From an optimization exercise on the open Yosys and OpenROAD flow, aimed at small area, a short achievable clock period and few clock cycles; shortcuts taken in it are not production practice.
Only simulation tests tie the RTL to the original design; equivalence was not proved.
No activity file was given, so power comes from the tool's default toggle rates.

### flow/run.sh
#!/bin/bash
# synth_recipe.tcl (not shown) runs the flow's synth.tcl, then flattens the netlist and writes it again
# the make line also repeats each setting of config.mk as NAME=value (left out here)
make -C /OpenROAD-flow-scripts/flow DESIGN_CONFIG=/design/flow/config.mk WORK_HOME=/design/flow/orfs CLKGATE_MAP_FILE= SYNTH_SCRIPT=/design/flow/synth_recipe.tcl finish
### flow/config.mk
export PLATFORM = sky130hd
export DESIGN_NAME = block_render_top
export DESIGN_NICKNAME = block_render_top
export VERILOG_FILES = /design/flow/design.v
export SDC_FILE = /design/flow/constraint.sdc
export NUM_CORES = 4
export LEC_CHECK = 0
export CAP_MARGIN = 20
export CORE_MARGIN = 2
export CORE_UTILIZATION = 40
export SLEW_MARGIN = 20
### flow/constraint.sdc
create_clock -name core_clock -period 8.0 [get_ports {sysclk}]
set_input_delay 1.6000 -clock core_clock [delete_from_list [all_inputs] [get_ports {sysclk}]]
set_output_delay 1.6000 -clock core_clock [all_outputs]
set_load 0.01 [all_outputs]
### flow/design.v
`timescale 1ns/1ns
`default_nettype none
module board_store (
    input  logic        sysclk,
    input  logic        clear,       
    input  logic        wr_en,       
    input  logic [7:0]  wr_adr,
    input  logic [2:0]  wr_dat,      
    input  logic [4:0]  rd_row,      
    output logic [29:0] rd_data      
);
    localparam int board_cells = 200;
    logic [2:0]  cells [board_cells];
    logic [12:0] hsel;
    logic [15:0] lsel;
    logic [19:0] rsel;
    always_comb begin
        for (int g = 0; g < 13; g++) hsel[g] = clear || (wr_en && wr_adr[7:4] == 4'(g));
        for (int l = 0; l < 16; l++) lsel[l] = clear || (wr_adr[3:0] == 4'(l));
        for (int r = 0; r < 20; r++) rsel[r] = (rd_row == 5'(r));
    end
    always_ff @(posedge sysclk) begin
        for (int i = 0; i < board_cells; i++) begin
            if (hsel[i / 16] && lsel[i % 16]) cells[i] <= wr_dat;
        end
    end
    always_comb begin
        rd_data = '0;
        for (int r = 0; r < 20; r++) begin
            for (int c = 0; c < 10; c++) begin
                rd_data[c*3 +: 3] = rd_data[c*3 +: 3] | (cells[r*10 + c] & {3{rsel[r]}});
            end
        end
    end
endmodule
`default_nettype wire
`timescale 1ns/1ns
`default_nettype none
module block_render_top (
    input  logic        sysclk,
    input  logic        reset,
    input  logic        wb_cyc,
    input  logic        wb_stb,
    input  logic        wb_we,
    input  logic [7:0]  wb_adr,
    input  logic [7:0]  wb_dat_w,
    input  logic        scan_start,
    input  logic        vtx_ready,
    output logic [7:0]  wb_dat_r,
    output logic        wb_ack,
    output logic        scan_busy,
    output logic        scan_done,
    output logic        vtx_valid,
    output logic [10:0] vtx_x,
    output logic [10:0] vtx_y,
    output logic [5:0]  vtx_z,
    output logic [2:0]  vtx_color,
    output logic [3:0]  vtx_faces,
    output logic        vtx_last
);
    logic       rst_q;       
    logic [7:0] areg;        
    logic [2:0] dreg;        
    logic       wr_go;       
    logic       rd1, rd2, rd3;
    logic       new_req;
    logic [2:0] rd_dat;
    assign new_req = wb_cyc && wb_stb && !wb_ack && !rd1 && !rd2 && !rd3;
    always_ff @(posedge sysclk) begin
        rst_q <= reset;
        areg  <= wb_adr;
        dreg  <= reset ? 3'd0 : wb_dat_w[2:0];
        if (reset) begin
            wb_ack <= 1'b0;
            wr_go  <= 1'b0;
            rd1    <= 1'b0;
            rd2    <= 1'b0;
            rd3    <= 1'b0;
        end else begin
            wb_ack <= (new_req && wb_we) || rd3;
            wr_go  <= new_req && wb_we;
            rd1    <= new_req && !wb_we;
            rd2    <= rd1;
            rd3    <= rd2;
        end
    end
    logic [4:0] a_row;
    logic [9:0] a_col;
    always_comb begin
        a_row = 5'(areg / 8'd10);
        a_col = 10'b1 << (areg - 8'(a_row) * 8'd10);
    end
    logic [4:0]  mrow;       
    logic [29:0] mux;        
    logic [9:0]  mocc;       
    board_store u_board_store (
        .sysclk  (sysclk),
        .clear   (rst_q),
        .wr_en   (wr_go),
        .wr_adr  (areg),
        .wr_dat  (dreg),
        .rd_row  (mrow),
        .rd_data (mux)
    );
    always_comb begin
        for (int c = 0; c < 10; c++) mocc[c] = |mux[c*3 +: 3];
    end
    logic [29:0] cur;
    logic [9:0]  cocc;
    logic [9:0]  pocc;       
    logic [9:0]  rem;        
    logic [9:0]  pick;       
    logic        have;       
    logic        last_row;   
    logic        take;
    logic        emit_free;
    logic        do_pick;
    logic [2:0]  p_color;
    logic [3:0]  p_faces;
    logic [5:0]  p_x;
    logic [6:0]  p_y;
    always_comb begin
        for (int c = 0; c < 10; c++) cocc[c] = |cur[c*3 +: 3];
    end
    assign have     = |rem;
    assign last_row = (mrow == 5'd20);
    always_comb begin
        logic seen;
        seen = 1'b0;
        for (int c = 0; c < 10; c++) begin
            pick[c] = rem[c] && !seen;
            seen    = seen || rem[c];
        end
    end
    always_comb begin
        p_color = '0;
        p_faces = '0;
        p_x     = '0;
        for (int c = 0; c < 10; c++) begin
            logic [3:0] f;
            f[3] = !pocc[c];
            f[2] = !mocc[c];
            f[1] = (c == 0) ? 1'b1 : !cocc[(c == 0) ? 0 : c - 1];
            f[0] = (c == 9) ? 1'b1 : !cocc[(c == 9) ? 9 : c + 1];
            p_color = p_color | (cur[c*3 +: 3] & {3{pick[c]}});
            p_faces = p_faces | (f & {4{pick[c]}});
            p_x     = p_x | (6'(25 + 3 * c) & {6{pick[c]}});
        end
        p_y = 7'(3 * mrow + 9);
    end
    logic [5:0] ox;
    logic [6:0] oy;
    logic [2:0] ok;
    logic [2:0] ocolor;
    logic [3:0] ofaces;
    logic       olast;
    logic       ovalid;
    assign take      = ovalid && vtx_ready;
    assign emit_free = !ovalid || (olast && vtx_ready);
    assign do_pick   = scan_busy && have && emit_free;
    always_ff @(posedge sysclk) begin
        if (reset) begin
            ovalid <= 1'b0;
        end else if (do_pick) begin
            ovalid <= 1'b1;
        end else if (take && olast) begin
            ovalid <= 1'b0;
        end
    end
    always_ff @(posedge sysclk) begin
        if (do_pick) begin
            ox     <= p_x;
            oy     <= p_y;
            ok     <= 3'd0;
            olast  <= 1'b0;
            ocolor <= p_color;
            ofaces <= p_faces;
        end else if (take) begin
            ok    <= ok + 3'd1;
            olast <= (ok == 3'd6);
            ox    <= ok[0] ? ox - 6'd3 : ox + 6'd3;
            if (ok[0]) oy <= ok[1] ? oy - 7'd3 : oy + 7'd3;
        end
    end
    always_ff @(posedge sysclk) begin
        if (reset) begin
            scan_busy <= 1'b0;
            scan_done <= 1'b0;
            mrow      <= 5'd31;
        end else begin
            scan_done <= 1'b0;
            if (!scan_busy) begin
                if (scan_start) begin
                    scan_busy <= 1'b1;
                    mrow      <= 5'd1;
                end else if (rd1) begin
                    mrow      <= a_row;
                end else begin
                    mrow      <= 5'd0;
                end
            end else if (!have) begin
                if (last_row) begin
                    scan_busy <= 1'b0;
                    scan_done <= 1'b1;
                    mrow      <= 5'd0;
                end else begin
                    mrow      <= mrow + 5'd1;
                end
            end
        end
    end
    always_ff @(posedge sysclk) begin
        if (!scan_busy) begin
            if (scan_start || rd2) begin
                cur <= mux;
            end
            if (scan_start) begin
                rem  <= mocc;
                pocc <= '0;
            end else if (rd1) begin
                rem  <= a_col;
            end
        end else if (!have) begin
            if (!last_row) begin
                pocc <= cocc;
                cur  <= mux;
                rem  <= mocc;
            end
        end else if (do_pick) begin
            rem <= rem & ~pick;
        end
    end
    always_ff @(posedge sysclk) begin
        if (rd3) rd_dat <= p_color;
    end
    assign wb_dat_r  = {5'd0, rd_dat};
    assign vtx_valid = ovalid;
    assign vtx_x     = {2'b00, ox, 3'b000};
    assign vtx_y     = {1'b0, oy, 3'b100};
    assign vtx_z     = {1'b0, ok[2], ok[2], 3'b000};
    assign vtx_color = ocolor;
    assign vtx_faces = ofaces;
    assign vtx_last  = olast;
endmodule
`default_nettype wire
==> flow_summary.toml, run 1 <==
[outcome]
status = "complete, no violations"

[sta]
slew_viol_final = 0
max_slew_margin = 0.170
min_period_ns = 5.62
tightestPinTransition_ns = 1.25
rsz0062_at_grt = "false"
timing.fmax_mhz = 178
finalCritPeriodShare = 0.703
hold_viol = 0
setup_tns_ns = 0
skew_ns = 0.0244
final-setup-viol-count = 0

[yosys]
async_flop_share = 0
yosysSeqAreaShare = 0.711
synth_top_area_share = 0.691
ys_ff_latch = 702
yosysWarnings = 3
synthCells = 2074
synth_area_leaders = "edfxtp_1 69%, nor2_1 3.6%, a22oi_1 3.4%"
synth-main-ff-cell = "edfxtp_1"
synthDistinctLibCells = 75
synthesis.area_sq_um = 29200
syn_area_per_cell_sq_um = 14.1
synth_edf_count = 673
yosys.area.top_type = "edfxtp_1"

[layout]
antennaDiodeCount = 0
final_nets = 2161
area_growth_pct = 13.1
fillers = 6352
drive_gt1_frac = 0.0909

[power]
ir_worst_vdd_mv = 0.153
power_density_nw_per_um2 = 269
leakage_nw = 11.2
p_total_mw = 8.89

[routing]
first_pass_iters = 6
drc_errors = 0
via_count = 19851
routed_wirelength_um = 93700
routedWlPerCell_um = 30.2
viasPerCell = 6.40
first_iter_violations = 3150
ant_nets = 0

[global_route]
grt_max_degree = 102
overflow = 0
grt_pass1_vias = 19464
antenna_found_initial = 3
grt_usage = 0.247
grt_pass1_wl_um = 135000

[die]
ioPinCount = 71
rows = 99
core_sq_um = 72700
die-area_sq_um = 75300
fp.dieH_um = 274
fp.dieW_um = 274
start_util = 0.402

[placed_design]
port-buffer-count = 47
gp_congestion = 0.897
place_hpwl_um = 56700

[clock_network]
cts_tree = "yes"
cts_sinks = 702
path_clk_slew_ns = 0.06
cts.path.max_buffers = 3
root_buffer = "clkbuf_16"
numCtsBuffers = 75
cts_resized = 0
htree_levels = 3
post_cts_buffers = 0
worstSkewPairLatency_ns = 0.62
cts_hold_buf = 0

[setup_path]
end_kind = "flop"
worstPathRequired_ns = 8.45
crit_path_start_kind = "flop"
critPathSlowestCell = "dfxtp_1"
critical-path-max-stage-delay_ns = 0.66
path_cells = "nor2b_1, o21ai_0, a21oi_1, o31ai_1, nand3_1, inv_1, ha_1, inv_1, o32ai_1, o2111ai_1, ha_1, ha_1, inv_1, fa_1, ha_1, nor3b_1, o211ai_1, nor4_1, a211oi_1, nor4_1, nand3b_1, o221ai_1"
worst-path-max-fanout = 14
worst-setup-path-type = "flop to flop"
cpMostUsedCell = "ha_1"
crit_arrival_ns = 6.08

[run]
drv_cap = 0

[min_path]
worstHoldPathType = "flop to flop"
[sequential cells by signal (all words and copies together) (netlist names), 3 cells and up]
register             count
ofaces                   4
ok                       3
ocolor                   3
dreg                     3
cur                     30
pocc                    10
areg                     8
mrow                     5
ox                       6
rd_dat                   3
u_board_store.cells    600
rem                     10
oy                       7
[critical path: cells and delay by family, from the launching register on]
| kind | cells | cell delay [ns] |
|---|---|---|
| compound gates | 8 | 1.29 |
| fa+ha+maj | 5 | 1.60 |
| buf+inv | 3 | 0.23 |
| flops | 1 | 0.66 |
| simple gates | 6 | 1.67 |
[synth_stat cells (15+ instances only)]
| cell | instances |
|---|---|
| a21oi_1 | 83 |
| a221oi_1 | 43 |
| a222oi_1 | 38 |
| a22o_1 | 25 |
| a22oi_1 | 132 |
| a32o_1 | 17 |
| buf_1 | 24 |
| buf_2 | 30 |
| buf_4 | 23 |
| clkbuf_1 | 88 |
| dfxtp_1 | 29 |
| edfxtp_1 | 673 |
| ha_1 | 40 |
| inv_1 | 34 |
| nand2_1 | 58 |
| nand3_1 | 37 |
| nand4_1 | 15 |
| nor2_1 | 279 |
| nor2b_1 | 31 |
| nor3_1 | 31 |
| nor4_1 | 17 |
| o211ai_1 | 15 |
| o21ai_0 | 30 |
| o22ai_1 | 45 |
[stage by stage]
| step | area, sq um | worst slack (ns) | utilization | cells | hold slack, ns |
|---|---|---|---|---|---|
| after detailed placement | 30800 | 2.45 | 0.424 | 2975 | 0.487 |
| after global placement | 30800 | 2.51 | 0.423 | 2973 | 0.474 |
| after floorplan | 29300 | 3.45 | - | 2090 | 0.461 |
| after global routing | 33100 | 1.76 | 0.455 | 3104 | 0.506 |
| after CTS | 33100 | 2.45 | 0.455 | 3104 | 0.495 |
| final | 33100 | 2.38 | 0.455 | 3104 | 0.491 |
[where the power goes]
group	switching (mW)	internal (mW)
clock	1.43	1.87
combinational	0.797	0.376
sequential	0.137	4.28
[metal layers]
| metal | vias up | wire length [um] | global-route usage |
|---|---|---|---|
| li1 | 8219 | - | - |
| met1 | 9985 | 35800 | 0.331 |
| met2 | 1390 | 42900 | 0.389 |
| met3 | 251 | 10600 | 0.0516 |
| met4 | 6 | 4360 | 0.104 |
| met5 | - | 44 | 0 |
[placed cells by master (no fill, tap or decap), drive strengths merged, types with 13 or more instances in the layout]
master and count:
dfxtp 29, clkinv 32, and3 13, o221ai 13, nor2 279, inv 39
a22o 25, nand3 37, clkdlybuf4s50 47, a22oi 132, xnor2 14, ha 40
nand4 15, a31oi 13, edfxtp 673, conb 18, a21oi 83, a32o 17
o22ai 45, nor4 18, o21ai 30, a32oi 13, nor2b 31, a221oi 43
nand2 60, o211ai 15, clkbuf 88, buf 47, nand2b 14, a222oi 38
nor3 31
[logic make-up (layout without fill, tap and decap cells)]
| logic type | Yosys count | after routing | synth area share |
|---|---|---|---|
| other cells | 2 | 18 | 0.000257 |
| flops | 702 | 702 | 0.711 |
| fa+ha+maj | 46 | 46 | 0.0209 |
| simple gates | 546 | 546 | 0.0878 |
| compound gates | 539 | 539 | 0.138 |
| mux | 13 | 13 | 0.00454 |
| buf+inv | 204 | 259 | 0.0313 |
| xor+xnor | 22 | 22 | 0.00659 |
[area by class of cell]
cell class | count | area (sq um) | area share
Clock buffer | 88 | 1950 | 0.0588
Clock inverter | 41 | 333 | 0.0101
Inverter | 36 | 138 | 0.00416
Multi-Input combinational cell | 1184 | 7820 | 0.236
Sequential cell | 702 | 20800 | 0.629
Tap cell | 959 | 1200 | 0.0363
Timing Repair Buffer | 94 | 843 | 0.0255
[final timing paths]
check	startpoint	end	slack (ns)	cells after the start
setup / recovery	areg[3]	rem[2]	2.38	22
hold / removal	rd2	rd3	0.49	1
setup reg to reg	areg[3]	rem[2]	2.38	22
hold reg to reg	rd2	rd3	0.49	1
Testbench counts, summed over its fixed seeds: cycles 137,742.
==> run 2: changes to the inputs <==
--- a/flow/design.v
+++ b/flow/design.v
@@ -62,10 +62,10 @@
     logic [7:0] areg;        
     logic [2:0] dreg;        
     logic       wr_go;       
-    logic       rd1, rd2, rd3;
+    logic       rd1, rd2;
     logic       new_req;
     logic [2:0] rd_dat;
-    assign new_req = wb_cyc && wb_stb && !wb_ack && !rd1 && !rd2 && !rd3;
+    assign new_req = wb_cyc && wb_stb && !wb_ack && !rd1 && !rd2;
     always_ff @(posedge sysclk) begin
         rst_q <= reset;
         areg  <= wb_adr;
@@ -75,20 +75,42 @@
             wr_go  <= 1'b0;
             rd1    <= 1'b0;
             rd2    <= 1'b0;
-            rd3    <= 1'b0;
         end else begin
-            wb_ack <= (new_req && wb_we) || rd3;
+            wb_ack <= (new_req && wb_we) || rd2;
             wr_go  <= new_req && wb_we;
             rd1    <= new_req && !wb_we;
             rd2    <= rd1;
-            rd3    <= rd2;
         end
     end
     logic [4:0] a_row;
     logic [9:0] a_col;
     always_comb begin
-        a_row = 5'(areg / 8'd10);
-        a_col = 10'b1 << (areg - 8'(a_row) * 8'd10);
+        logic [4:0] rh;
+        logic [3:0] d;
+        logic [4:0] s;
+        case (areg[7:4])
+            4'd0:    begin rh = 5'd0;  d = 4'd0; end
+            4'd1:    begin rh = 5'd1;  d = 4'd6; end
+            4'd2:    begin rh = 5'd3;  d = 4'd2; end
+            4'd3:    begin rh = 5'd4;  d = 4'd8; end
+            4'd4:    begin rh = 5'd6;  d = 4'd4; end
+            4'd5:    begin rh = 5'd8;  d = 4'd0; end
+            4'd6:    begin rh = 5'd9;  d = 4'd6; end
+            4'd7:    begin rh = 5'd11; d = 4'd2; end
+            4'd8:    begin rh = 5'd12; d = 4'd8; end
+            4'd9:    begin rh = 5'd14; d = 4'd4; end
+            4'd10:   begin rh = 5'd16; d = 4'd0; end
+            4'd11:   begin rh = 5'd17; d = 4'd6; end
+            4'd12:   begin rh = 5'd19; d = 4'd2; end
+            default: begin rh = 5'd31; d = 4'd0; end
+        endcase
+        s     = 5'(areg[3:0]) + 5'(d);
+        a_row = rh + ((s >= 5'd20) ? 5'd2 : (s >= 5'd10) ? 5'd1 : 5'd0);
+        if (areg[7:4] > 4'd12) a_row = 5'd31;
+        a_col = '0;
+        for (int v = 0; v < 24; v++) begin
+            if (s == 5'(v)) a_col = 10'(1 << (v % 10));
+        end
     end
     logic [4:0]  mrow;       
     logic [29:0] mux;        
@@ -105,13 +127,12 @@
     always_comb begin
         for (int c = 0; c < 10; c++) mocc[c] = |mux[c*3 +: 3];
     end
-    logic [29:0] cur;
-    logic [9:0]  cocc;
+    logic        ph_p;
     logic [9:0]  pocc;       
+    logic [9:0]  nocc;       
     logic [9:0]  rem;        
     logic [9:0]  pick;       
-    logic        have;       
-    logic        last_row;   
+    logic        have;
     logic        take;
     logic        emit_free;
     logic        do_pick;
@@ -119,11 +140,7 @@
     logic [3:0]  p_faces;
     logic [5:0]  p_x;
     logic [6:0]  p_y;
-    always_comb begin
-        for (int c = 0; c < 10; c++) cocc[c] = |cur[c*3 +: 3];
-    end
-    assign have     = |rem;
-    assign last_row = (mrow == 5'd20);
+    assign have = |rem;
     always_comb begin
         logic seen;
         seen = 1'b0;
@@ -139,14 +156,14 @@
         for (int c = 0; c < 10; c++) begin
             logic [3:0] f;
             f[3] = !pocc[c];
-            f[2] = !mocc[c];
-            f[1] = (c == 0) ? 1'b1 : !cocc[(c == 0) ? 0 : c - 1];
-            f[0] = (c == 9) ? 1'b1 : !cocc[(c == 9) ? 9 : c + 1];
-            p_color = p_color | (cur[c*3 +: 3] & {3{pick[c]}});
+            f[2] = !nocc[c];
+            f[1] = (c == 0) ? 1'b1 : !mocc[(c == 0) ? 0 : c - 1];
+            f[0] = (c == 9) ? 1'b1 : !mocc[(c == 9) ? 9 : c + 1];
+            p_color = p_color | (mux[c*3 +: 3] & {3{pick[c]}});
             p_faces = p_faces | (f & {4{pick[c]}});
             p_x     = p_x | (6'(25 + 3 * c) & {6{pick[c]}});
         end
-        p_y = 7'(3 * mrow + 9);
+        p_y = 7'(3 * mrow + 12);
     end
     logic [5:0] ox;
     logic [6:0] oy;
@@ -157,7 +174,7 @@
     logic       ovalid;
     assign take      = ovalid && vtx_ready;
     assign emit_free = !ovalid || (olast && vtx_ready);
-    assign do_pick   = scan_busy && have && emit_free;
+    assign do_pick   = scan_busy && ph_p && have && emit_free;
     always_ff @(posedge sysclk) begin
         if (reset) begin
             ovalid <= 1'b0;
@@ -187,9 +204,11 @@
             scan_busy <= 1'b0;
             scan_done <= 1'b0;
             mrow      <= 5'd31;
+            ph_p      <= 1'b0;
         end else begin
             scan_done <= 1'b0;
             if (!scan_busy) begin
+                ph_p <= 1'b0;
                 if (scan_start) begin
                     scan_busy <= 1'b1;
                     mrow      <= 5'd1;
@@ -198,40 +217,53 @@
                 end else begin
                     mrow      <= 5'd0;
                 end
-            end else if (!have) begin
-                if (last_row) begin
+            end else if (!ph_p) begin
+                if (have) begin
+                    ph_p <= 1'b1;
+                    mrow <= mrow - 5'd1;
+                end else if (mrow == 5'd20) begin
                     scan_busy <= 1'b0;
                     scan_done <= 1'b1;
                     mrow      <= 5'd0;
                 end else begin
-                    mrow      <= mrow + 5'd1;
+                    mrow <= mrow + 5'd1;
                 end
+            end else if (!have) begin
+                ph_p <= 1'b0;
+                if (mrow == 5'd19) begin
+                    scan_busy <= 1'b0;
+                    scan_done <= 1'b1;
+                    mrow      <= 5'd0;
+                end else begin
+                    mrow <= mrow + 5'd2;
+                end
             end
         end
     end
     always_ff @(posedge sysclk) begin
         if (!scan_busy) begin
-            if (scan_start || rd2) begin
-                cur <= mux;
-            end
             if (scan_start) begin
                 rem  <= mocc;
                 pocc <= '0;
             end else if (rd1) begin
                 rem  <= a_col;
             end
+        end else if (!ph_p) begin
+            if (have) begin
+                nocc <= mocc;
+            end else begin
+                pocc <= '0;
+                rem  <= mocc;
+            end
         end else if (!have) begin
-            if (!last_row) begin
-                pocc <= cocc;
-                cur  <= mux;
-                rem  <= mocc;
-            end
+            pocc <= mocc;
+            rem  <= nocc;
         end else if (do_pick) begin
             rem <= rem & ~pick;
         end
     end
     always_ff @(posedge sysclk) begin
-        if (rd3) rd_dat <= p_color;
+        if (rd2) rd_dat <= p_color;
     end
     assign wb_dat_r  = {5'd0, rd_dat};
     assign vtx_valid = ovalid;
==> run 2 against run 1 <==
Effect of this change: still clean on timing, DRC and antenna; design area down 1.7%; synthesized area down 1.4%; sequential power about the same; fmax up 15%; clock skew up 0.031 ns; final cell count down 1.3%; synthesized cell count down 1.2%; critical path type unchanged; setup slack better by 0.75 ns; die area down 1.4%; critical path depth down 12; clock-buffer cell count up 2; hold slack better by 0.053 ns.
==> flow_summary.toml, run 2 <==
[setup_path]
critical-path-max-stage-delay_ns = 0.82
regToRegSetupSlack_ns = 3.12
crit_arrival_ns = 5.16
path_cells = "inv_1, ha_2, buf_4, inv_1, nor2_2, a221oi_1, nand3_1, nor3_1, a222oi_1, nand4_1"
crit_path_start_kind = "flop"
ff2ff_path_depth = 10
critPathSlowestCell = "nor2_2"
end_kind = "flop"
worst-path-max-fanout = 31
worst-setup-path-type = "flop to flop"
cpMostUsedCell = "inv_1"
worstPathRequired_ns = 8.29

[routing]
drc_errors = 0
ant_nets = 0
viasPerCell = 6.39
via_count = 19594
routedWlPerCell_um = 30.4
first_iter_violations = 3442
routed_wirelength_um = 93300
first_pass_iters = 6

[global_route]
grt_max_degree = 99
grt_usage = 0.248
grt_pass1_vias = 18967
overflow = 0
antenna_found_initial = 2
grt_pass1_wl_um = 134000

[placed_design]
gp_congestion = 0.892
placed_area_sq_um = 30300
dp_cells = 2939
place_hpwl_um = 55100
port-buffer-count = 47
pre_cts_ws_ns = 3.43

[outcome]
status = "complete, no violations"

[sta]
skew_ns = 0.0551
finalCritPeriodShare = 0.610
rsz0062_at_grt = "false"
final-setup-viol-count = 0
max_slew_margin = 0.157
fin_ws_ns = 3.12
min_period_ns = 4.88
slew_viol_final = 0
hold_viol = 0
setup_tns_ns = 0
tightestPinTransition_ns = 1.26
whs_ns = 0.544
timing.fmax_mhz = 205

[yosys]
syn_area_per_cell_sq_um = 14.1
synth_area_leaders = "edfxtp_1 68%, nor2_1 3.6%, a22oi_1 3.0%"
ys_ff_latch = 690
synthDistinctLibCells = 81
synthCells = 2050
yosysWarnings = 3
synth_top_area_share = 0.680
synthesis.area_sq_um = 28800
async_flop_share = 0
synthTopCellsByCount = "653 x edfxtp_1, 273 x nor2_1, 117 x a22oi_1, 91 x a21oi_1, 83 x nand2_1"
synth_edf_count = 653
post-synth-top-count-cell = "edfxtp_1"
synth-main-ff-cell = "edfxtp_1"
yosysSeqAreaShare = 0.706
yosys.area.top_type = "edfxtp_1"

[layout]
mostFrequentLayoutCells = "653 x edfxtp_1, 273 x nor2_1, 117 x a22oi_1, 83 x nand2_1, 72 x clkbuf_16"
final_common_cell = "edfxtp_1"
top_register = "u_board_store.cells"
antennaDiodeCount = 0
fillers = 6281
largest_reg_flops = 600
drive_gt1_frac = 0.0922
area_growth_pct = 12.8
fin_area_sq_um = 32500
final_nets = 2130
fin_cells = 3064

[clock_network]
worstSkewPairLatency_ns = 0.65
post_cts_buffers = 0
cts_hold_buf = 0
numCtsBuffers = 72
cts.path.max_buffers = 3
path_clk_slew_ns = 0.06
cts_tree = "yes"
htree_levels = 3
cts_sinks = 690
root_buffer = "clkbuf_16"
cts_resized = 0

[die]
fp.dieH_um = 272
fp.dieW_um = 272
core_sq_um = 71400
rows = 98
start_util = 0.404
ioPinCount = 71
die-area_sq_um = 74200

[min_path]
worstHoldPathType = "flop to flop"
whs_path_depth = 2

[power]
pwr-share-comb = 0.139
ir_worst_vdd_mv = 0.149
leakage_nw = 10.5
p_switching_mw = 2.42
clkPwrFrac = 0.362
power_density_nw_per_um2 = 274
seq_power_share = 0.499
switching_share = 0.272
p_int_mw = 6.48

[run]
drv_cap = 0
-- run 2: cell types whose count changed after synthesis, moves of 12 or more --
cell	change
a22o_1	+28
a22oi_1	-15
buf_1	-12
edfxtp_1	-20
nand2_1	+25
nand3_1	-19
-- run 2: final timing paths --
check,from,endpoint
max,mrow[3],ofaces[1]
min,olast,olast
max reg2reg,mrow[3],ofaces[1]
min reg2reg,olast,olast
-- run 2: critical path: cells and delay by family (launching register included) --
family	cells	cell delay, ns
AND/OR/NAND/NOR	4	1.76
AO/OA/AOI/OAI	2	0.56
buffers and inverters	3	1.05
adder cells (fa/ha/maj)	1	0.76
flip-flops	1	0.40
-- run 2: metrics by stage --
stage | power (mW) | util
2_1_floorplan | 5.22 | -
3_3_place_gp | 5.68 | 0.424
3_5_place_dp | 5.71 | 0.424
4_1_cts | 8.89 | 0.455
5_1_grt | 9.15 | 0.455
6_report | 8.90 | 0.455
-- run 2: kinds of logic (layout without fill, tap and decap cells) --
kind of cell,count (synthesis),after routing,synth area share
AOI/OAI and AO/OA,554,554,0.145
and+or+nand+nor,513,513,0.0821
adders and majority gates,44,44,0.0204
other,2,18,0.000261
DFF,690,690,0.706
muxes,13,13,0.00464
buffers and inverters,212,260,0.0352
xor gates and xnor gates,22,22,0.00669
-- run 2: layout make-up --
cell class | count | area (sq um) | area share
Inverter | 46 | 173 | 0.00531
Multi-Input combinational cell | 1164 | 7750 | 0.238
Timing Repair Buffer | 89 | 823 | 0.0253
Tap cell | 950 | 1190 | 0.0366
Sequential cell | 690 | 20400 | 0.626
Clock buffer | 90 | 1870 | 0.0575
Clock inverter | 35 | 343 | 0.0105
-- run 2: routing by layer --
| metal | vias to the layer above | GRT usage | wire length, um |
|---|---|---|---|
| li1 | 8064 | - | - |
| met1 | 9817 | 0.335 | 35900 |
| met2 | 1469 | 0.379 | 41700 |
| met3 | 240 | 0.0630 | 11400 |
| met4 | 4 | 0.106 | 4320 |
| met5 | - | 0 | 22 |
-- run 2: power groups by stage --
stage / sequential (mW) / combinational (mW) / clock [mW]
finish: 4.44 / 1.24 / 3.22
global route: 4.46 / 1.31 / 3.38
CTS: 4.43 / 1.21 / 3.25
detailed placement: 4.51 / 1.20 / 0
global placement: 4.50 / 1.18 / 0
floorplan: 4.48 / 0.742 / 0
Testbench counts of run 2, summed over its fixed seeds: cycles 137,758.
==> run 3: changes to the inputs <==
--- a/flow/config.mk
+++ b/flow/config.mk
@@ -7,5 +7,6 @@
 export LEC_CHECK = 0
 export CAP_MARGIN = 20
 export CORE_MARGIN = 2
-export CORE_UTILIZATION = 40
+export CORE_UTILIZATION = 65
+export SETUP_SLACK_MARGIN = 5
 export SLEW_MARGIN = 20
==> run 3 against run 2 <==
Effect of this change: still clean on timing, DRC and antenna; via count increased by 8.0%; clock-buffer cell count decreased by 4; fmax increased by 51%; global-route usage increased by 17 points; highest routed layer unchanged.
==> flow_summary.toml, run 3 <==
[sta]
final-setup-viol-count = 0
fin_ws_ns = 4.78
slew_viol_final = 0
setup_tns_ns = 0
hold_viol = 0
finalCritPeriodShare = 0.402
rsz0062_at_grt = "true"
max_slew_margin = 0.131
timing.fmax_mhz = 311
tightestPinTransition_ns = 1.30
min_period_ns = 3.22
skew_ns = 0.0291

[yosys]
post-synth-top-count-cell = "edfxtp_1"
async_flop_share = 0
synth-main-ff-cell = "edfxtp_1"
synth-simple-area-share = 0.0821
ys_ff_latch = 690
synth_area_leaders = "edfxtp_1 68%, nor2_1 3.6%, a22oi_1 3.0%"
synth_fa_ha_area_frac = 0.0204
yosys.area.top_type = "edfxtp_1"
syn_area_per_cell_sq_um = 14.1
synthCells = 2050
synthTopCellsByCount = "653 x edfxtp_1, 273 x nor2_1, 117 x a22oi_1, 91 x a21oi_1, 83 x nand2_1"
yosysSeqAreaShare = 0.706
synth-xor-area-share = 0.00669
synth_top_family_by_area = "compound AO/OA/AOI/OAI gates"
synth_top_area_share = 0.680
synthesis.area_sq_um = 28800
synth_compound_area_frac = 0.145
muxShareOfSynthArea = 0.00464
synthDistinctLibCells = 81
synth_edf_count = 653
yosysWarnings = 3

[placed_design]
pre_cts_ws_ns = 3.74
gp_congestion = 0.977
place_hpwl_um = 53700
port-buffer-count = 47

[setup_path]
worstPathRequired_ns = 8.30
path_cells = "clkinvlp_4, buf_6, ha_4, buf_6, buf_16, a222oi_1, o22ai_2, a211oi_2, nand3_2, a222oi_1, nand4_1"
end_kind = "flop"
critical-path-max-stage-delay_ns = 0.47
critPathSlowestCell = "a222oi_1"
crit_arrival_ns = 3.51
crit_path_start_kind = "flop"
worst-path-max-fanout = 5
worst-setup-path-type = "flop to flop"

[global_route]
antenna_found_initial = 4
grt_pass1_vias = 20066
grt_max_degree = 109
grt_usage = 0.418
grt_pass1_wl_um = 137000
overflow = 0

[die]
fp.dieH_um = 215
ioPinCount = 71
fp.dieW_um = 215
die-area_sq_um = 46000
start_util = 0.655
core_sq_um = 44000
rows = 77

[layout]
drive_gt1_frac = 0.198
area_growth_pct = 19.3
mostFrequentLayoutCells = "653 x edfxtp_1, 270 x nor2_1, 117 x buf_4, 109 x a22oi_1, 79 x nand2_1"
multi_input_area_sq_um = 8400
fillers = 2617
largest_reg_flops = 600
fin_util = 0.781
final_nets = 2267
top_register = "u_board_store.cells"
final_common_cell = "edfxtp_1"
regArea_sq_um = 20400

[routing]
first_iter_violations = 4274
routedWlPerCell_um = 34.4
ant_nets = 0
routed_wirelength_um = 97900
drc_errors = 0
viasPerCell = 7.45
via_count = 21153
first_pass_iters = 8

[power]
p_total_mw = 9.20
power_density_nw_per_um2 = 268
leakage_nw = 11.6
ir_worst_vdd_mv = 0.212

[clock_network]
root_buffer = "clkbuf_16"
htree_levels = 3
path_clk_slew_ns = 0.06
worstSkewPairLatency_ns = 0.62
cts_hold_buf = 0
numCtsBuffers = 70
cts.path.max_buffers = 3
cts_tree = "yes"
cts_sinks = 690

[run]
drv_cap = 0

[min_path]
worstHoldPathType = "flop to flop"

[outcome]
status = "complete, no violations"
run 3: cell counts after synthesis:
Identical to the previous run, type by type.
run 3: path summary, 6_finish.rpt:
| kind | from | to | slack [ns] | depth (start not counted) |
|---|---|---|---|---|
| max | mrow[3] | rd_dat[0] | 4.78 | 11 |
| min | olast | olast | 0.52 | 2 |
| max reg2reg | mrow[3] | rd_dat[0] | 4.78 | 11 |
| min reg2reg | olast | olast | 0.52 | 2 |
run 3: routing by layer:
metal	vias to the layer above	GRT usage	routed length (um)
met2	2035	0.607	41700
li1	8356	-	-
met5	-	0	28
met1	10258	0.555	32700
met3	500	0.125	15900
met4	4	0.271	7500
run 3: worst max-delay path: cells and delay by family, from the launching register on:
family          cells  cell delay (ns)
fa+ha+maj           1             0.21
compound gates      4             1.24
simple gates        2             0.47
buf+inv             4             0.58
flops               1             0.38
run 3: final cells by class:
class                           count  area share
Tap cell                          592      0.0215
Timing Repair Buffer              227      0.0726
Clock buffer                       86      0.0545
Multi-Input combinational cell   1165       0.244
Inverter                           46     0.00564
Antenna cell                        1   0.0000728
Sequential cell                   690       0.593
Clock inverter                     34     0.00804
run 3: timing repair:
action                                  CTS  global route
buffers inserted                         85            41
gates resized for setup                 232            54
cloned                                   11             2
pin swaps                                65            44
endpoints found under the setup margin  132            72
run 3: logic make-up after synthesis:
family	count (synthesis)
other	2
buffers and inverters	212
AO/OA/AOI/OAI	554
adder cells (fa/ha/maj)	44
flip-flops	690
AND/OR/NAND/NOR	513
XOR/XNOR	22
multiplexers	13
run 3: power by group:
group,internal (mW),switching (mW)
Clock,1.82,1.36
Combinational,0.604,0.969
Sequential,4.30,0.158
Total,6.72,2.48
run 3: through the flow:
stage	hold WS, ns	instance area (sq um)	instances
after floorplan	0.479	28900	2066
after global placement	0.522	29800	2580
after detailed placement	0.535	29800	2580
after CTS	0.521	33700	2796
after global routing	0.533	34400	2840
final	0.519	34400	2841
==> run 4: changes to the inputs <==
--- a/flow/design.v
+++ b/flow/design.v
@@ -6,18 +6,16 @@
     input  logic        wr_en,       
     input  logic [7:0]  wr_adr,
     input  logic [2:0]  wr_dat,      
-    input  logic [4:0]  rd_row,      
+    input  logic [19:0] rd_sel,      
     output logic [29:0] rd_data      
 );
     localparam int board_cells = 200;
     logic [2:0]  cells [board_cells];
     logic [12:0] hsel;
     logic [15:0] lsel;
-    logic [19:0] rsel;
     always_comb begin
         for (int g = 0; g < 13; g++) hsel[g] = clear || (wr_en && wr_adr[7:4] == 4'(g));
         for (int l = 0; l < 16; l++) lsel[l] = clear || (wr_adr[3:0] == 4'(l));
-        for (int r = 0; r < 20; r++) rsel[r] = (rd_row == 5'(r));
     end
     always_ff @(posedge sysclk) begin
         for (int i = 0; i < board_cells; i++) begin
@@ -28,7 +26,7 @@
         rd_data = '0;
         for (int r = 0; r < 20; r++) begin
             for (int c = 0; c < 10; c++) begin
-                rd_data[c*3 +: 3] = rd_data[c*3 +: 3] | (cells[r*10 + c] & {3{rsel[r]}});
+                rd_data[c*3 +: 3] = rd_data[c*3 +: 3] | (cells[r*10 + c] & {3{rd_sel[r]}});
             end
         end
     end
@@ -82,37 +80,28 @@
             rd2    <= rd1;
         end
     end
-    logic [4:0] a_row;
-    logic [9:0] a_col;
-    always_comb begin
-        logic [4:0] rh;
+    logic [20:0] a_rs;
+    logic [9:0]  a_col;
+    always_comb begin
         logic [3:0] d;
         logic [4:0] s;
         case (areg[7:4])
-            4'd0:    begin rh = 5'd0;  d = 4'd0; end
-            4'd1:    begin rh = 5'd1;  d = 4'd6; end
-            4'd2:    begin rh = 5'd3;  d = 4'd2; end
-            4'd3:    begin rh = 5'd4;  d = 4'd8; end
-            4'd4:    begin rh = 5'd6;  d = 4'd4; end
-            4'd5:    begin rh = 5'd8;  d = 4'd0; end
-            4'd6:    begin rh = 5'd9;  d = 4'd6; end
-            4'd7:    begin rh = 5'd11; d = 4'd2; end
-            4'd8:    begin rh = 5'd12; d = 4'd8; end
-            4'd9:    begin rh = 5'd14; d = 4'd4; end
-            4'd10:   begin rh = 5'd16; d = 4'd0; end
-            4'd11:   begin rh = 5'd17; d = 4'd6; end
-            4'd12:   begin rh = 5'd19; d = 4'd2; end
-            default: begin rh = 5'd31; d = 4'd0; end
+            4'd1, 4'd6, 4'd11: d = 4'd6;
+            4'd2, 4'd7, 4'd12: d = 4'd2;
+            4'd3, 4'd8:        d = 4'd8;
+            4'd4, 4'd9:        d = 4'd4;
+            default:           d = 4'd0;
         endcase
-        s     = 5'(areg[3:0]) + 5'(d);
-        a_row = rh + ((s >= 5'd20) ? 5'd2 : (s >= 5'd10) ? 5'd1 : 5'd0);
-        if (areg[7:4] > 4'd12) a_row = 5'd31;
+        s = 5'(areg[3:0]) + 5'(d);
         a_col = '0;
         for (int v = 0; v < 24; v++) begin
             if (s == 5'(v)) a_col = 10'(1 << (v % 10));
         end
-    end
-    logic [4:0]  mrow;       
+        for (int r = 0; r < 21; r++) begin
+            a_rs[r] = (r < 20) && (areg >= 8'(10 * r)) && (areg <= 8'(10 * r + 9));
+        end
+    end
+    logic [20:0] rs;         
     logic [29:0] mux;        
     logic [9:0]  mocc;       
     board_store u_board_store (
@@ -121,7 +110,7 @@
         .wr_en   (wr_go),
         .wr_adr  (areg),
         .wr_dat  (dreg),
-        .rd_row  (mrow),
+        .rd_sel  (rs[19:0]),
         .rd_data (mux)
     );
     always_comb begin
@@ -153,6 +142,7 @@
         p_color = '0;
         p_faces = '0;
         p_x     = '0;
+        p_y     = '0;
         for (int c = 0; c < 10; c++) begin
             logic [3:0] f;
             f[3] = !pocc[c];
@@ -163,7 +153,9 @@
             p_faces = p_faces | (f & {4{pick[c]}});
             p_x     = p_x | (6'(25 + 3 * c) & {6{pick[c]}});
         end
-        p_y = 7'(3 * mrow + 12);
+        for (int r = 0; r < 20; r++) begin
+            p_y = p_y | (7'(12 + 3 * r) & {7{rs[r]}});
+        end
     end
     logic [5:0] ox;
     logic [6:0] oy;
@@ -203,7 +195,7 @@
         if (reset) begin
             scan_busy <= 1'b0;
             scan_done <= 1'b0;
-            mrow      <= 5'd31;
+            rs        <= '0;
             ph_p      <= 1'b0;
         end else begin
             scan_done <= 1'b0;
@@ -211,31 +203,31 @@
                 ph_p <= 1'b0;
                 if (scan_start) begin
                     scan_busy <= 1'b1;
-                    mrow      <= 5'd1;
+                    rs        <= 21'd2;
                 end else if (rd1) begin
-                    mrow      <= a_row;
+                    rs        <= a_rs;
                 end else begin
-                    mrow      <= 5'd0;
+                    rs        <= 21'd1;
                 end
             end else if (!ph_p) begin
                 if (have) begin
                     ph_p <= 1'b1;
-                    mrow <= mrow - 5'd1;
-                end else if (mrow == 5'd20) begin
+                    rs   <= rs >> 1;
+                end else if (rs[20]) begin
                     scan_busy <= 1'b0;
                     scan_done <= 1'b1;
-                    mrow      <= 5'd0;
+                    rs        <= 21'd1;
                 end else begin
-                    mrow <= mrow + 5'd1;
+                    rs <= rs << 1;
                 end
             end else if (!have) begin
                 ph_p <= 1'b0;
-                if (mrow == 5'd19) begin
+                if (rs[19]) begin
                     scan_busy <= 1'b0;
                     scan_done <= 1'b1;
-                    mrow      <= 5'd0;
+                    rs        <= 21'd1;
                 end else begin
-                    mrow <= mrow + 5'd2;
+                    rs <= rs << 2;
                 end
             end
         end
==> run 4 against run 3 <==
Effect of this change: non-clock buffer count shrank 142; die area shrank 1.3%; critical path depth shrank 3; power shrank 7.9%; clock power is essentially flat; sequential share of layout area grew 5.6 points; clock skew shrank 0.0031 ns; via count shrank 10%; setup slack gained 0.21 ns; global-route usage shrank 4.5 points; critical path type unchanged.
==> flow_summary.toml, run 4 <==
[yosys]
synthDistinctLibCells = 68
async_flop_share = 0
post-synth-top-count-cell = "edfxtp_1"
syn_area_per_cell_sq_um = 14.1
synth_edf_count = 653
yosysSeqAreaShare = 0.723
yosys.area.top_type = "edfxtp_1"
synth_area_leaders = "edfxtp_1 69%, nor2_1 3.8%, a221oi_1 3.5%"
synth-main-ff-cell = "edfxtp_1"
synthTopCellsByCount = "653 x edfxtp_1, 291 x nor2_1, 114 x a221oi_1, 111 x clkbuf_1, 109 x a22o_1"
ys_ff_latch = 701
yosysWarnings = 3
synthesis.area_sq_um = 28400
synthCells = 2017
synth_top_area_share = 0.689

[setup_path]
ff2ff_path_depth = 8
regToRegSetupSlack_ns = 4.99
end_kind = "flop"
cpMostUsedCell = "nand4_1"
crit_arrival_ns = 3.32
worst-path-max-fanout = 33
worstReg2RegStart = "rs[16]"
critical-path-max-stage-delay_ns = 0.38
path_depth = 8
worst-setup-path-type = "flop to flop"
path_cells = "buf_4, a22o_1, a221oi_1, and3_1, nand4_1, a22oi_1, nand4_1, a221o_1"
worstPathRequired_ns = 8.31
cp-endpoint = "ocolor[2]"
path_buf_inv = 1
critPathSlowestCell = "a22oi_1"
crit_path_start_kind = "flop"
r2r-end = "ocolor[2]"
cp_top_family = "compound AO/OA/AOI/OAI gates"
cp-startpoint = "rs[16]"

[routing]
drc_errors = 0
via_count = 19038
routed_wirelength_um = 83300
viasPerCell = 7.16
first_pass_iters = 7
first_iter_violations = 2768
ant_nets = 0
routedWlPerCell_um = 31.3

[power]
clkPwrFrac = 0.375
p_switching_mw = 2.08
p_int_mw = 6.40
p_total_mw = 8.48
power_density_nw_per_um2 = 267
ir_worst_vdd_mv = 0.239
pwr-share-comb = 0.095
seq_power_share = 0.529
leakage_nw = 10.1
switching_share = 0.245

[global_route]
grt_pass1_vias = 18158
grt_max_degree = 113
antenna_found_initial = 0
grt_usage = 0.373
overflow = 0
grt_pass1_wl_um = 120000

[layout]
final_common_cell = "edfxtp_1"
regArea_sq_um = 20600
reg.largest.list = "u_board_store.cells (600), rs (21)"
fillers = 2836
fin_area_sq_um = 31700
top_register = "u_board_store.cells"
fin_util = 0.735
multi_input_area_sq_um = 7320
largest_reg_flops = 600
mostFrequentLayoutCells = "653 x edfxtp_1, 286 x nor2_1, 114 x a221oi_1, 109 x a22o_1, 96 x a22oi_1"
final_nets = 2062
drive_gt1_frac = 0.101
area_growth_pct = 11.6

[die]
rows = 76
ioPinCount = 71
fp.dieW_um = 213
die-area_sq_um = 45400
core_sq_um = 43200
fp.dieH_um = 213
start_util = 0.659

[sta]
final-setup-viol-count = 0
skew_ns = 0.0260
rsz0062_at_grt = "true"
slew_viol_final = 0
tightestPinTransition_ns = 1.22
max_slew_margin = 0.184
hold_viol = 0
min_period_ns = 3.01
timing.fmax_mhz = 332
setup_tns_ns = 0
finalCritPeriodShare = 0.376

[placed_design]
port-buffer-count = 47
gp_congestion = 0.975
placed_area_sq_um = 29400
place_hpwl_um = 48500

[clock_network]
cts_sinks = 701
htree_levels = 3
cts_hold_buf = 0
numCtsBuffers = 69
cts_tree = "yes"
worstSkewPairLatency_ns = 0.61
root_buffer = "clkbuf_16"
path_clk_slew_ns = 0.06
cts.path.max_buffers = 3

[run]
drv_cap = 0

[min_path]
worstHoldPathType = "flop to flop"

[outcome]
status = "complete, no violations"
-- run 4: worst min-delay path by stage --
stage | startpoint | to | cells after the start
after global routing | rs[16] | rs[16] | 2
after floorplan | ok[2] | olast | 2
final | olast | olast | 2
after global placement | rs[16] | rs[16] | 2
after CTS | olast | olast | 2
after detailed placement | rs[16] | rs[16] | 2
-- run 4: cell families (layout without fill, tap and decap cells) --
logic type                 after synthesis  count (layout)  share of synthesized area
AOI/OAI and AO/OA                      506             506                      0.135
xor gates and xnor gates                14              14                    0.00431
adders and majority gates               20              20                    0.00959
buffers and inverters                  200             241                     0.0315
DFF                                    701             701                      0.723
muxes                                    8               8                    0.00330
other                                    2              19                   0.000264
and+or+nand+nor                        566             566                     0.0932
-- run 4: final cells by class --
type,instances,share of cell area
Sequential cell,701,0.650
Multi-Input combinational cell,1132,0.231
Clock buffer,93,0.0599
Timing Repair Buffer,85,0.0237
Tap cell,585,0.0231
Clock inverter,33,0.00907
Inverter,29,0.00355
Timing Repair inverter,1,0.000237
Antenna cell,1,0.0000789
-- run 4: worst register-to-register path, delay by kind of cell, from the launching register on --
| kind | cells | cell delay, ns |
|---|---|---|
| AO/OA/AOI/OAI | 4 | 1.36 |
| buffers and inverters | 1 | 0.30 |
| flip-flops | 1 | 0.34 |
| AND/OR/NAND/NOR | 3 | 0.73 |
-- run 4: per-stage QoR --
stage          instances  hold WS [ns]  setup WS (ns)
2_1_floorplan       2033         0.492           5.14
3_3_place_gp        2527         0.513           4.27
3_5_place_dp        2527         0.530           4.14
4_1_cts             2658         0.524           5.00
5_1_grt             2659         0.572           4.94
6_report            2660         0.525           4.99
-- run 4: repair_timing --
item / in CTS / in global routing
cloned: 1 / 0
resized for setup: 48 / 18
pin swaps: 0 / 2
setup endpoints to repair: 98 / 36
setup buffers: 4 / 1
-- run 4: power groups by stage --
stage / clock, mW / combinational [mW] / sequential [mW]
4_1_cts: 3.19 / 0.787 / 4.48
2_1_floorplan: 0 / 0.496 / 4.51
3_3_place_gp: 0 / 0.758 / 4.55
5_1_grt: 3.31 / 0.864 / 4.51
3_5_place_dp: 0 / 0.774 / 4.56
6_report: 3.18 / 0.809 / 4.49
-- run 4: per-layer routing --
metal | vias to the layer above | wire length (um) | GRT usage
met5 | - | 0 | 0
met4 | 0 | 3370 | 0.155
met3 | 229 | 11300 | 0.105
met2 | 1520 | 38200 | 0.569
met1 | 9374 | 30400 | 0.512
li1 | 7915 | - | -
Testbench counts of run 4, summed over its fixed seeds: cycles 137,758.
==> run 5: changes to the inputs <==
--- a/flow/config.mk
+++ b/flow/config.mk
@@ -8,5 +8,7 @@
 export CAP_MARGIN = 20
 export CORE_MARGIN = 2
 export CORE_UTILIZATION = 65
+export CTS_CLUSTER_DIAMETER = 100
+export CTS_CLUSTER_SIZE = 30
 export SETUP_SLACK_MARGIN = 5
 export SLEW_MARGIN = 20
==> run 5 against run 4 <==
Effect of this change: clock-buffer cell count shrank 46; register-to-register slack barely moved; clock skew increased by 0.0033 ns; still clean on timing, DRC and antenna; synthesized area unchanged; fmax is 0.31% lower; global-route usage is 1.2 points lower; largest cell class unchanged; design area decreased by 4.3%; setup slack worse by 0.0094 ns; non-clock buffer count rose by 5; highest routed layer unchanged; critical path depth unchanged.
==> flow_summary.toml, run 5 <==
[outcome]
status = "complete, no violations"

[layout]
mostFrequentLayoutCells = "653 x edfxtp_1, 286 x nor2_1, 114 x a221oi_1, 109 x a22o_1, 96 x a22oi_1"
drive_gt1_frac = 0.0758
final_nets = 2026
final_common_cell = "edfxtp_1"
fin_cells = 2591
largest_reg_flops = 600
top_register = "u_board_store.cells"
reg.largest.list = "u_board_store.cells (600), rs (21)"
fin_util = 0.703
area_growth_pct = 6.74

[die]
core_sq_um = 43200
die-area_sq_um = 45400
start_util = 0.659
fp.dieW_um = 213
ioPinCount = 71
fp.dieH_um = 213
rows = 76

[setup_path]
ff2ff_path_depth = 8
worstPathRequired_ns = 8.32
worst-setup-path-type = "flop to flop"
critical-path-max-stage-delay_ns = 0.61
regToRegSetupSlack_ns = 4.98
path_buf_inv = 1
cp_top_family = "simple AND/OR/NAND/NOR gates"
end_kind = "flop"
crit_arrival_ns = 3.34
cp-startpoint = "rs[5]"
path_cells = "buf_4, a22o_1, a221oi_1, and3_1, nand4_1, nor3_1, a2111oi_0, nand3_1"
worst-path-max-fanout = 24
crit_path_start_kind = "flop"
worstReg2RegStart = "rs[5]"
r2r-end = "ofaces[1]"
critPathSlowestCell = "dfxtp_2"

[sta]
slew_viol_final = 0
skew_ns = 0.0292
timing.fmax_mhz = 331
hold_viol = 0
min_period_ns = 3.02
final-setup-viol-count = 0
finalCritPeriodShare = 0.378
setup_tns_ns = 0
rsz0062_at_grt = "true"
tightestPinTransition_ns = 1.25
max_slew_margin = 0.169

[clock_network]
path_clk_slew_ns = 0.12
htree_levels = 1
root_buffer = "clkbuf_16"
cts_sinks = 701
worstSkewPairLatency_ns = 0.63
cts_hold_buf = 0
cts_tree = "yes"
numCtsBuffers = 27
cts.path.max_buffers = 3

[min_path]
min_to = "olast"
worstHoldPathType = "flop to flop"
whs_path_depth = 2
hp-start = "olast"

[power]
pwr-share-comb = 0.115
ir_worst_vdd_mv = 0.293
switching_share = 0.252
p_int_mw = 5.24
seq_power_share = 0.639
leakage_nw = 9.48
power_density_nw_per_um2 = 231
p_switching_mw = 1.76
clkPwrFrac = 0.246

[global_route]
antenna_found_initial = 0
overflow = 0
grt_max_degree = 113
grt_pass1_vias = 17613
grt_pass1_wl_um = 118000
grt_usage = 0.361

[yosys]
yosys.area.top_type = "edfxtp_1"
synth_edf_count = 653
synthDistinctLibCells = 68
synthTopCellsByCount = "653 x edfxtp_1, 291 x nor2_1, 114 x a221oi_1, 111 x clkbuf_1, 109 x a22o_1"
yosysWarnings = 3
synthesis.area_sq_um = 28400
async_flop_share = 0
synthCells = 2017
synth_top_area_share = 0.689
yosysSeqAreaShare = 0.723
synth_area_leaders = "edfxtp_1 69%, nor2_1 3.8%, a221oi_1 3.5%"
post-synth-top-count-cell = "edfxtp_1"
ys_ff_latch = 701
syn_area_per_cell_sq_um = 14.1
synth-main-ff-cell = "edfxtp_1"

[placed_design]
dp_cells = 2527
port-buffer-count = 47
gp_congestion = 0.975
place_hpwl_um = 48500

[routing]
first_iter_violations = 2833
routed_wirelength_um = 81100
ant_nets = 0
routedWlPerCell_um = 31.3
first_pass_iters = 6
drc_errors = 0
viasPerCell = 7.19
via_count = 18641

[run]
drv_cap = 0
## run 5: timing repair
item / in CTS / in global routing
resized for setup: 49 / 12
setup buffers: 7 / 2
endpoints found under the setup margin: 97 / 37
gates cloned: 1 / 2
pin swaps: 0 / 3
## run 5: cell type report
type	instances	area, sq um
repair inverters	2	12.5
inverters	29	113
well taps	585	732
fillers	2965	12800
repair buffers	90	772
multi-input cells	1132	7330
clock buffers	47	751
diodes	2	5.00
flip-flops and latches	701	20600
clock inverters	3	32.5
## run 5: logic make-up after synthesis
logic type	share of synthesized area
simple gates	0.0932
flops	0.723
fa+ha+maj	0.00959
compound gates	0.135
xor+xnor	0.00431
other cells	0.000264
mux	0.00330
buf+inv	0.0315
## run 5: how the worst max path moves through the flow
stage	to	slack, ns	cells after the start
after floorplan	rem[0]	5.14	4
after global placement	oy[2]	4.27	7
after detailed placement	ox[3]	4.14	6
after CTS	ocolor[1]	4.99	7
after global routing	ofaces[1]	4.88	8
final	ofaces[1]	4.98	8
## run 5: worst register-to-register path: cells and delay by family (launching register included)
family / cells / cell delay, ns
AOI/OAI and AO/OA: 3 / 0.78
buffers and inverters: 1 / 0.53
DFF: 1 / 0.61
and+or+nand+nor: 4 / 0.78
## run 5: per-stage QoR
step           power, mW  setup WS [ns]  area, sq um  hold WS [ns]
6_report            7.01           4.98        30400         0.533
5_1_grt             7.19           4.88        30400         0.582
4_1_cts             6.98           4.99        30300         0.532
3_5_place_dp        5.33           4.14        29400         0.530
3_3_place_gp        5.31           4.27        29400         0.513
2_1_floorplan       5.00           5.14        28500         0.492
## run 5: layer usage
metal  GRT usage  up-vias  share of wire
li1            -     7808              -
met1       0.524     9278           0.38
met2       0.559     1377           0.46
met3      0.0685      178           0.12
met4       0.120        0          0.036
met5           0        -              0
## run 5: power by group through the flow
stage	Combinational (mW)	Sequential, mW	Clock [mW]
global route	0.863	4.50	1.83
detailed placement	0.774	4.56	0
CTS	0.788	4.47	1.72
global placement	0.758	4.55	0
floorplan	0.496	4.51	0
finish	0.807	4.48	1.72
==> run 6: changes to the inputs <==
--- a/flow/config.mk
+++ b/flow/config.mk
@@ -8,7 +8,7 @@
 export CAP_MARGIN = 20
 export CORE_MARGIN = 2
 export CORE_UTILIZATION = 65
-export CTS_CLUSTER_DIAMETER = 100
-export CTS_CLUSTER_SIZE = 30
+export CTS_CLUSTER_DIAMETER = 120
+export CTS_CLUSTER_SIZE = 25
 export SETUP_SLACK_MARGIN = 5
 export SLEW_MARGIN = 20
==> run 6 against run 5 <==
Effect of this change: core utilization rose by 0.35 points; clock power rose by 12%; design area up 0.49%; non-clock buffer count down 4; via count decreased by 0.37%; critical path depth increased by 1; highest routed layer is now met5; power rose by 3.0%; critical endpoint unchanged; synthesized cell count unchanged.
==> flow_summary.toml, run 6 <==
[outcome]
status = "complete, no violations"

[routing]
routed_wirelength_um = 81700
first_pass_iters = 6
via_count = 18572
drc_errors = 0
ant_nets = 0
routedWlPerCell_um = 31.6
viasPerCell = 7.19
first_iter_violations = 2866

[yosys]
synth-main-ff-cell = "edfxtp_1"
yosys.area.top_type = "edfxtp_1"
async_flop_share = 0
synthTopCellsByCount = "653 x edfxtp_1, 291 x nor2_1, 114 x a221oi_1, 111 x clkbuf_1, 109 x a22o_1"
yosysWarnings = 3
post-synth-top-count-cell = "edfxtp_1"
synth_edf_count = 653
ys_ff_latch = 701
synthDistinctLibCells = 68
synthCells = 2017
synth_top_area_share = 0.689
yosysSeqAreaShare = 0.723
synth_area_leaders = "edfxtp_1 69%, nor2_1 3.8%, a221oi_1 3.5%"
syn_area_per_cell_sq_um = 14.1
synthesis.area_sq_um = 28400

[global_route]
grt_usage = 0.365
grt_pass1_vias = 17707
grt_max_degree = 113
grt_pass1_wl_um = 118000
overflow = 0
antenna_found_initial = 1

[layout]
reg.largest.list = "u_board_store.cells (600), rs (21)"
drive_gt1_frac = 0.0776
largest_reg_flops = 600
fillers = 2948
final_common_cell = "edfxtp_1"
antennaDiodeCount = 0
area_growth_pct = 7.27
fin_cells = 2583
top_register = "u_board_store.cells"
mostFrequentLayoutCells = "653 x edfxtp_1, 286 x nor2_1, 114 x a221oi_1, 109 x a22o_1, 96 x a22oi_1"
final_nets = 2029

[run]
drv_cap = 0

[sta]
skew_ns = 0.0326
finalCritPeriodShare = 0.377
hold_viol = 0
min_period_ns = 3.02
rsz0062_at_grt = "true"
setup_tns_ns = 0
slew_viol_final = 0
timing.fmax_mhz = 331
fin_ws_ns = 4.98
max_slew_margin = 0.177
final-setup-viol-count = 0
whs_ns = 0.530
tightestPinTransition_ns = 1.23

[placed_design]
dp_cells = 2527
gp_congestion = 0.975
port-buffer-count = 47
place_hpwl_um = 48500
pre_cts_ws_ns = 4.14

[die]
rows = 76
start_util = 0.659
fp.dieW_um = 213
core_sq_um = 43200
ioPinCount = 71
die-area_sq_um = 45400
fp.dieH_um = 213

[power]
clkPwrFrac = 0.268
p_switching_mw = 1.81
switching_share = 0.251
power_density_nw_per_um2 = 236
seq_power_share = 0.621
leakage_nw = 9.55
p_int_mw = 5.40
ir_worst_vdd_mv = 0.312
pwr-share-comb = 0.112

[clock_network]
worstSkewPairLatency_ns = 0.59
cts_sinks = 701
htree_levels = 2
cts_tree = "yes"
numCtsBuffers = 34
cts.path.max_buffers = 3
path_clk_slew_ns = 0.10
root_buffer = "clkbuf_16"

[setup_path]
ff2ff_path_depth = 9
worst-path-max-fanout = 21
worstPathRequired_ns = 8.41
worst-setup-path-type = "flop to flop"
end_kind = "flop"
crit_arrival_ns = 3.43
crit_path_start_kind = "flop"

[min_path]
worstHoldPathType = "flop to flop"
whs_path_depth = 2
run 6: cell counts after synthesis:
Identical to the previous run, type by type.
run 6: worst max-delay path: stages, from the launching register on:
cell and delay (ns):
dfxtp_1 0.31, buf_4 0.25, buf_4 0.29, a22o_1 0.25, a221oi_1 0.30, and3_1 0.25, nand4_1 0.20, nor3_1 0.62
a21oi_1 0.15, nand3_1 0.22
run 6: power by group through the flow:
stage	Sequential, mW	Combinational [mW]	Clock (mW)
after floorplan	4.51	0.496	0
after global placement	4.55	0.758	0
after detailed placement	4.56	0.774	0
after CTS	4.47	0.786	1.93
after global routing	4.50	0.862	2.03
final	4.48	0.805	1.93
run 6: worst paths after layout:
kind | end | slack [ns] | from
worst max register to register | ofaces[1] | 4.98 | rs[8]
worst min register to register | olast | 0.53 | olast
worst min-delay path | olast | 0.53 | olast
worst max-delay path | ofaces[1] | 4.98 | rs[8]
run 6: logic make-up after synthesis:
group / after synthesis / share of synthesized area
AOI/OAI and AO/OA: 506 / 0.135
xor gates and xnor gates: 14 / 0.00431
adders and majority gates: 20 / 0.00959
buffers and inverters: 200 / 0.0315
DFF: 701 / 0.723
muxes: 8 / 0.00330
other: 2 / 0.000264
and+or+nand+nor: 566 / 0.0932
run 6: timing repair:
item	CTS	global route
setup endpoints to repair	96	35
resized for setup	49	15
hold buffers	0	0
gates cloned	1	2
setup buffers	5	0
pin swaps	0	2
run 6: layer usage:
metal,global-route usage,share of wire
met5,0,0.00016
met2,0.564,0.46
met1,0.519,0.37
met4,0.133,0.039
met3,0.0815,0.13
run 6: final cells by class:
cell class,instances,area (sq um),share of cell area
flip-flops and latches,701,20600,0.676
clock buffers,46,917,0.0301
multi-input cells,1132,7330,0.240
inverters,29,113,0.00369
clock inverters,2,38.8,0.00127
repair buffers,86,749,0.0246
well taps,585,732,0.0240
repair inverters,2,12.5,0.000410
run 6: metrics by stage:
| stage | total power, mW | utilization | cell area, sq um |
|---|---|---|---|
| 5_1_grt | 7.40 | 0.707 | 30500 |
| 2_1_floorplan | 5.00 | - | 28500 |
| 3_5_place_dp | 5.33 | 0.681 | 29400 |
| 4_1_cts | 7.19 | 0.705 | 30400 |
| 3_3_place_gp | 5.31 | 0.681 | 29400 |
| 6_report | 7.21 | 0.707 | 30500 |

## port drivers added, routing unchanged
The flow's constraints put no driver on any port. The routed layouts listed below were extracted and timed again, unchanged, in two steps.
Step 1, drivers: a clkbuf_16 drives sysclk and a buf_2 each remaining input, both assumed.
Step 2, shift: input delay + t, output delay - t, t = (earliest + latest rising clock arrival at the registers) / 2. This alone moves slack from input paths to output paths.
Slacks: ideal ports / drivers / drivers and shift; pairs: ideal ports / drivers.
run	t, ns	slack for setup (ns)	clock arrival spread, ns
run 1	0.684	2.378 / 2.378 / 2.378	0.030 / 0.031
run 2	0.685	3.124 / 3.124 / 3.124	0.055 / 0.055
run 3	0.671	4.781 / 4.781 / 4.538	0.033 / 0.033
run 4	0.657	4.989 / 4.978 / 4.436	0.031 / 0.031
run 5	0.677	4.980 / 4.955 / 4.459	0.030 / 0.030
run 6	0.635	4.982 / 4.968 / 4.399	0.035 / 0.035
After both steps setup and hold are still met in every run listed. The setup slack of run 6, which loses most, moves by -0.014 ns with the drivers and by -0.583 ns with both steps.
